Background: an optimization exercise with open tools, aiming at small area, a short achievable clock period and few clock cycles. Do not read the settings as production practice. At most, simulation tests tie the RTL to the original design; equivalence was not proved. No driver is modelled on the clock port, so clock power and skew are understated where the tree is cut down; a real chip needs a root buffer or a tree. Power and IR drop assume default switching activity.

## conv_input_feeder
module conv_input_feeder (
    input  logic                          i_clk,
    input  logic                          i_rst,
    input  logic                          i_start,
    input  logic [23:0]                   i_geom,
    output logic                          o_rd_en,
    output logic [15:0]                   o_rd_addr,
    input  logic [63:0]                   i_rd_data,
    output logic [81:0]                   o_feed,
    output logic                          o_busy,
    output logic                          o_done
);
    logic        busy;
    logic        idle;        
    logic        done;
    logic        mode_a;      
    logic        mode_b;      
    logic        b_first;     
    logic [2:0]  p8;
    logic [7:0]  g_h;         
    logic [7:0]  g_c;         
    logic [7:0]  acc;         
    logic [15:0] raddr;       
    logic        op_clr;      
    logic        op_prod;
    logic        op_ones;
    logic        op_run;
    logic        op_neg;
    logic        op_cin;
    logic        gen;         
    logic [7:0]  cw;          
    logic        row0;        
    logic        z2;          
    logic [3:1]  ed;          
    logic [7:6]  ed_hi;
    logic [8:1]  vd;          
    logic [8:0]  en;          
    logic        last;
    logic [31:0] s0, s2;      
    logic [15:0] s1;
    logic        accept;
    logic        e0;
    logic        z2_nx;
    logic        busy_nx;
    logic        a_last;      
    logic        b_last;      
    logic        mode_a_nx;
    logic        mode_b_nx;
    logic [2:0]  p8_nx;
    logic [7:0]  cw_dec;
    logic [7:0]  hbits;       
    logic [7:0]  wbits;       
    logic [15:0] mcand;
    logic [15:0] add_a;
    logic [15:0] add_b;
    logic [16:0] raddr_sum;
    logic [15:0] quarter;
    assign accept    = i_start && idle;
  ...
==> module conv_input_feeder, before the edit <==
module conv_input_feeder (
    input  logic                          i_clk,
    input  logic                          i_rst,
    input  logic                          i_start,
    input  logic [23:0]                   i_geom,
    output logic                          o_rd_en,
    output logic [15:0]                   o_rd_addr,
    input  logic [63:0]                   i_rd_data,
    output logic [81:0]                   o_feed,
    output logic                          o_busy,
    output logic                          o_done
);
    logic        busy;
    logic        idle;        
    logic        done;
    logic        mode_a;      
    logic        mode_b;      
    logic        b_first;     
    logic [2:0]  p8;
    logic [7:0]  g_h;         
    logic [7:0]  g_c;         
    logic [7:0]  acc;         
    logic [15:0] raddr;       
    logic        op_clr;      
    logic        op_prod;
    logic        op_ones;
    logic        op_run;
    logic        op_neg;
    logic        op_cin;
    logic        gen;         
    logic [7:0]  cw;          
    logic        row0;        
    logic        z2;          
    logic [3:1]  ed;          
    logic [7:6]  ed_hi;
    logic [8:1]  vd;          
    logic [8:0]  en;          
    logic        last;
    logic [31:0] s0, s2;      
    logic [15:0] s1;
    logic        accept;
    logic        e0;
    logic        z2_nx;
    logic        busy_nx;
    logic        a_last;      
    logic        b_last;      
    logic        mode_a_nx;
    logic        mode_b_nx;
    logic [2:0]  p8_nx;
    logic [7:0]  cw_dec;
    logic [7:0]  hbits;       
    logic [7:0]  wbits;       
    logic [15:0] mcand;
    logic [15:0] add_a;
    logic [15:0] add_b;
    logic [16:0] raddr_sum;
    logic [15:0] quarter;
    assign accept    = i_start && idle;
    assign e0        = gen ? (p8 == 3'd7 && cw == 8'd0) : 1'b1;
    assign z2_nx     = (p8 == 3'd6) ? (g_h == 8'd1) : z2;
    assign busy_nx   = accept || (busy && !last);
    assign cw_dec    = cw - 8'd1;
    assign hbits     = s2[31:24];
    assign wbits     = s2[23:16];
    assign mcand     = {acc, g_c};
    assign a_last    = mode_a && hbits[7:1] == 7'd0;
    assign b_last    = mode_b && wbits[7:1] == 7'd0;
    assign mode_a_nx = accept || (mode_a && !a_last);
    assign mode_b_nx = a_last || (mode_b && !b_last);
    assign p8_nx     = b_last ? 3'd0 : p8 + 3'd1;
    always_ff @(posedge i_clk) begin
        if (i_rst) begin
            busy    <= 1'b0;
            idle    <= 1'b1;
            done    <= 1'b0;
            mode_a  <= 1'b0;
            mode_b  <= 1'b0;
            gen     <= 1'b0;
            vd      <= '0;
            last    <= 1'b0;
        end else begin
            busy    <= busy_nx;
            idle    <= !busy_nx;
            done    <= last;
            last    <= vd[7] && !vd[6];
            vd      <= {vd[7:1], gen};
            mode_a  <= mode_a_nx;
            mode_b  <= mode_b_nx;
            if (b_last) begin
                gen <= 1'b1;
            end else if (gen && p8 == 3'd7 && cw == 8'd0 && g_h == 8'd1) begin
                gen <= 1'b0;
            end
        end
    end
    always_ff @(posedge i_clk) begin
        p8      <= p8_nx;
        b_first <= a_last;
        if (idle) begin
            g_h <= i_geom[23:16];
        end else if (gen && p8 == 3'd7 && cw == 8'd0) begin
            g_h <= g_h - 8'd1;
        end
        if (idle) begin
            acc <= 8'd0;
            g_c <= i_geom[7:0];
        end else if (b_last) begin
            g_c <= cw_dec;
        end else if (mode_b && b_first) begin
            {acc, g_c} <= {raddr[14:0], 1'b0};
        end else if (mode_a || mode_b) begin
            {acc, g_c} <= {mcand[14:0], 1'b0};
        end
        if (idle) begin
            cw <= i_geom[15:8];
        end else if (b_last) begin
            cw <= cw_dec;
        end else if (gen && p8 == 3'd7) begin
            cw <= (cw == 8'd0) ? g_c : cw_dec;
        end
        op_clr  <= accept || (a_last && !wbits[0]);
        op_prod <= (accept && i_geom[16]) || (mode_a && !a_last && hbits[1]) ||
                   (mode_b && !b_last && wbits[1]);
        op_ones <= a_last;
        op_run  <= !mode_a_nx && !mode_b_nx;
        op_neg  <= p8_nx[0] ^ p8_nx[1];
        op_cin  <= !mode_a_nx && !mode_b_nx &&
                   (p8_nx == 3'd0 || p8_nx == 3'd1 || p8_nx == 3'd3 ||
                    p8_nx == 3'd4 || p8_nx == 3'd6);
        raddr <= raddr_sum[16:1];
    end
    assign add_a = raddr & {16{!op_clr}};
    assign add_b = ({16{op_prod}} & mcand)
                 | {16{op_ones}}
                 | ({16{op_run}} & ({{8{op_neg}}, g_c ^ {8{op_neg}}}));
    assign raddr_sum = {add_a, 1'b1} + {add_b, op_cin};
    assign o_rd_addr = raddr;
    assign o_rd_en   = busy;       
    always_ff @(posedge i_clk) begin
        if (b_last) begin
            row0 <= 1'b1;
        end else if (gen && p8 == 3'd7 && cw == 8'd0) begin
            row0 <= 1'b0;
        end
        ed    <= {ed[2:1], e0};
        ed_hi <= {ed_hi[6], !en[5]};
        if (p8 == 3'd6) z2 <= (g_h == 8'd1);
        en[0] <= !(e0    || row0);
        en[1] <= !row0;
        en[2] <= !(ed[1] || row0);
        en[3] <= !ed[3];
        en[4] <= 1'b1;
        en[5] <= en[3];
        en[6] <= !(ed_hi[6] || z2_nx);
        en[7] <= !z2_nx;
        en[8] <= !(ed_hi[7] || z2_nx);
    end
    always_comb begin
        case (p8[2:1])
            2'd0:    quarter = i_rd_data[63:48];
            2'd1:    quarter = i_rd_data[15:0];
            2'd2:    quarter = i_rd_data[31:16];
            default: quarter = i_rd_data[47:32];
        endcase
    end
    always_ff @(posedge i_clk) begin
        s1[15:8] <= quarter[15:8];
        s1[7:0]  <= p8[0] ? quarter[7:0] : s1[15:8];
        s0[31:24] <= p8[2] ? i_rd_data[63:56] : i_rd_data[31:24];
        if (p8[1:0] == 2'd0) s0[23:0] <= p8[2] ? i_rd_data[55:32] : i_rd_data[23:0];
        else                 s0[23:0] <= s0[31:8];
        if (idle)        s2[31:24] <= i_geom[23:16];
        else if (mode_a) s2[31:24] <= {1'b0, hbits[7:1]};
        else             s2[31:24] <= p8[2] ? i_rd_data[31:24] : i_rd_data[63:56];
        if (idle)                  s2[23:16] <= i_geom[15:8];
        else if (mode_a)           s2[23:16] <= wbits;
        else if (mode_b)           s2[23:16] <= {1'b0, wbits[7:1]};
        else if (p8[1:0] == 2'd2)  s2[23:16] <= p8[2] ? i_rd_data[23:16] : i_rd_data[55:48];
        else                       s2[23:16] <= s2[31:24];
        if (p8[1:0] == 2'd2) s2[15:0] <= p8[2] ? i_rd_data[15:0] : i_rd_data[47:32];
        else                 s2[15:0] <= s2[23:8];
    end
    logic [71:0] taps;
    always_comb begin
        for (int j = 0; j < 3; j++) begin
            taps[(0+j)*8 +: 8] = s0[7:0] & {8{en[0+j]}};
            taps[(3+j)*8 +: 8] = s1[7:0] & {8{en[3+j]}};
            taps[(6+j)*8 +: 8] = s2[7:0] & {8{en[6+j]}};
        end
    end
    assign o_feed = {vd, gen, taps, last};
    assign o_busy = busy;
    assign o_done = done;
endmodule
export LEC_CHECK = 0
export CAP_MARGIN = 20
export CORE_MARGIN = 2
export CORE_UTILIZATION = 60
export SLEW_MARGIN = 20
export BUFFER_PORTS_ARGS = -buffer_cell sky130_fd_sc_hd__buf_1
export PRE_CTS_TCL = /design/flow/flow/manual_cts.tcl
export MAN_CTS_LEAVES = 8
export MAN_CTS_MIDS = 4
export MAN_CTS_LEAF_CELL = sky130_fd_sc_hd__clkbuf_16
export MAN_CTS_MID_CELL = sky130_fd_sc_hd__clkbuf_8
export MAN_SIZE_OUTPUTS = 1
create_clock -name core_clock -period 10.0 [get_ports {i_clk}]
standard.sh (not shown) runs the stock make flow with config.mk's settings and CLKGATE_MAP_FILE= SYNTH_SCRIPT=/design/flow/synth_recipe.tcl, a recipe that flattens the netlist after the stock synthesis.
==> flow/flow/run.sh <==
#!/bin/bash
# The standard layout (standard.sh, unchanged synthesis) with two changes:
#  - the port buffers are buf_1 (buf_2 on outputs, see below) instead of
#    the delay cells buffer_ports picks by default;
#  - clock tree: manual_cts.tcl replaces TritonCTS's H-tree with a balanced
#    two-level tree (the port drives 4 clkbuf_8, each driving 2 clkbuf_16
#    that drive one eighth of the registers, split by position), and
#    before it each output port buffer, the gate in front of it and the
#    flip-flops feeding that gate are given the next drive strength.
# The tool output goes to standard.log in this folder.
set -euo pipefail
here=$(pwd)
{
  echo 'export BUFFER_PORTS_ARGS = -buffer_cell sky130_fd_sc_hd__buf_1'
  echo "export PRE_CTS_TCL = $here/flow/manual_cts.tcl"
  echo 'export MAN_CTS_LEAVES = 8'
  echo 'export MAN_CTS_MIDS = 4'
  echo 'export MAN_CTS_LEAF_CELL = sky130_fd_sc_hd__clkbuf_16'
  echo 'export MAN_CTS_MID_CELL = sky130_fd_sc_hd__clkbuf_8'
  echo 'export MAN_SIZE_OUTPUTS = 1'
} >> "$FLOW_CONFIG"
bash standard.sh > standard.log 2>&1
Other scripts of this flow, unchanged in this note and not shown: flow/flow/manual_cts.tcl
Rerun with:
--- a/flow/design.v
+++ b/flow/design.v
@@ -341,7 +341,6 @@
     logic [15:0] raddr;       
     logic        op_clr;      
     logic        op_prod;
-    logic        op_ones;
     logic        op_run;
     logic        op_neg;
     logic        op_cin;
@@ -439,17 +438,15 @@
         op_clr  <= accept || (a_last && !wbits[0]);
         op_prod <= (accept && i_geom[16]) || (mode_a && !a_last && hbits[1]) ||
                    (mode_b && !b_last && wbits[1]);
-        op_ones <= a_last;
         op_run  <= !mode_a_nx && !mode_b_nx;
         op_neg  <= p8_nx[0] ^ p8_nx[1];
-        op_cin  <= !mode_a_nx && !mode_b_nx &&
+        op_cin  <= !mode_a_nx && !mode_b_nx && !b_last &&
                    (p8_nx == 3'd0 || p8_nx == 3'd1 || p8_nx == 3'd3 ||
                     p8_nx == 3'd4 || p8_nx == 3'd6);
         raddr <= raddr_sum[16:1];
     end
     assign add_a = raddr & {16{!op_clr}};
     assign add_b = ({16{op_prod}} & mcand)
-                 | {16{op_ones}}
                  | ({16{op_run}} & ({{8{op_neg}}, g_c ^ {8{op_neg}}}));
     assign raddr_sum = {add_a, 1'b1} + {add_b, op_cin};
     assign o_rd_addr = raddr;
Result:
- routed wire length goes down by 2.2%
- power barely changes
- hold slack got worse by 7.5 ps
- final area barely changes
- sequential cell count does not change
- setup slack improved by 110 ps
- clock skew goes down by 14 ps
- via count is about the same
Testbench counts after the change, summed over its fixed seeds: cycles 58,660.
Only the layout flow was run in the first run of this note; the RTL was not checked for function there. No run of this note takes its clock network from TritonCTS; it comes from the design's own scripts or RTL.

-- afterwards: timing with drivers on the ports --
The flow's constraints put no driver on any port. The routed layouts listed below were extracted and timed again, unchanged, in two steps.
Step 1, drivers: a clkbuf_16 drives i_clk and a buf_2 each remaining input, both assumed.
Step 2 adds t to the input delays and takes it off the output delays; t is the mean of the earliest and latest rising clock arrival at the registers after step 1. Input paths then give back, and output paths get back, about the clock's delay inside the block.
a / b / c = ideal ports / drivers / drivers and shift; a / b = the first two.
| run | t (ns) | slack for setup (ns) | worst setup path after step 2 |
|---|---|---|---|
| the first run | 0.365 | 6.877 / 6.872 / 6.845 | input to register |
| the second run | 0.358 | 6.985 / 6.912 / 6.838 | input to register |
After both steps setup and hold are still met in every run listed. For the second run, which loses most, drivers alone change the setup slack by -0.073 ns; drivers and shift together by -0.147 ns.
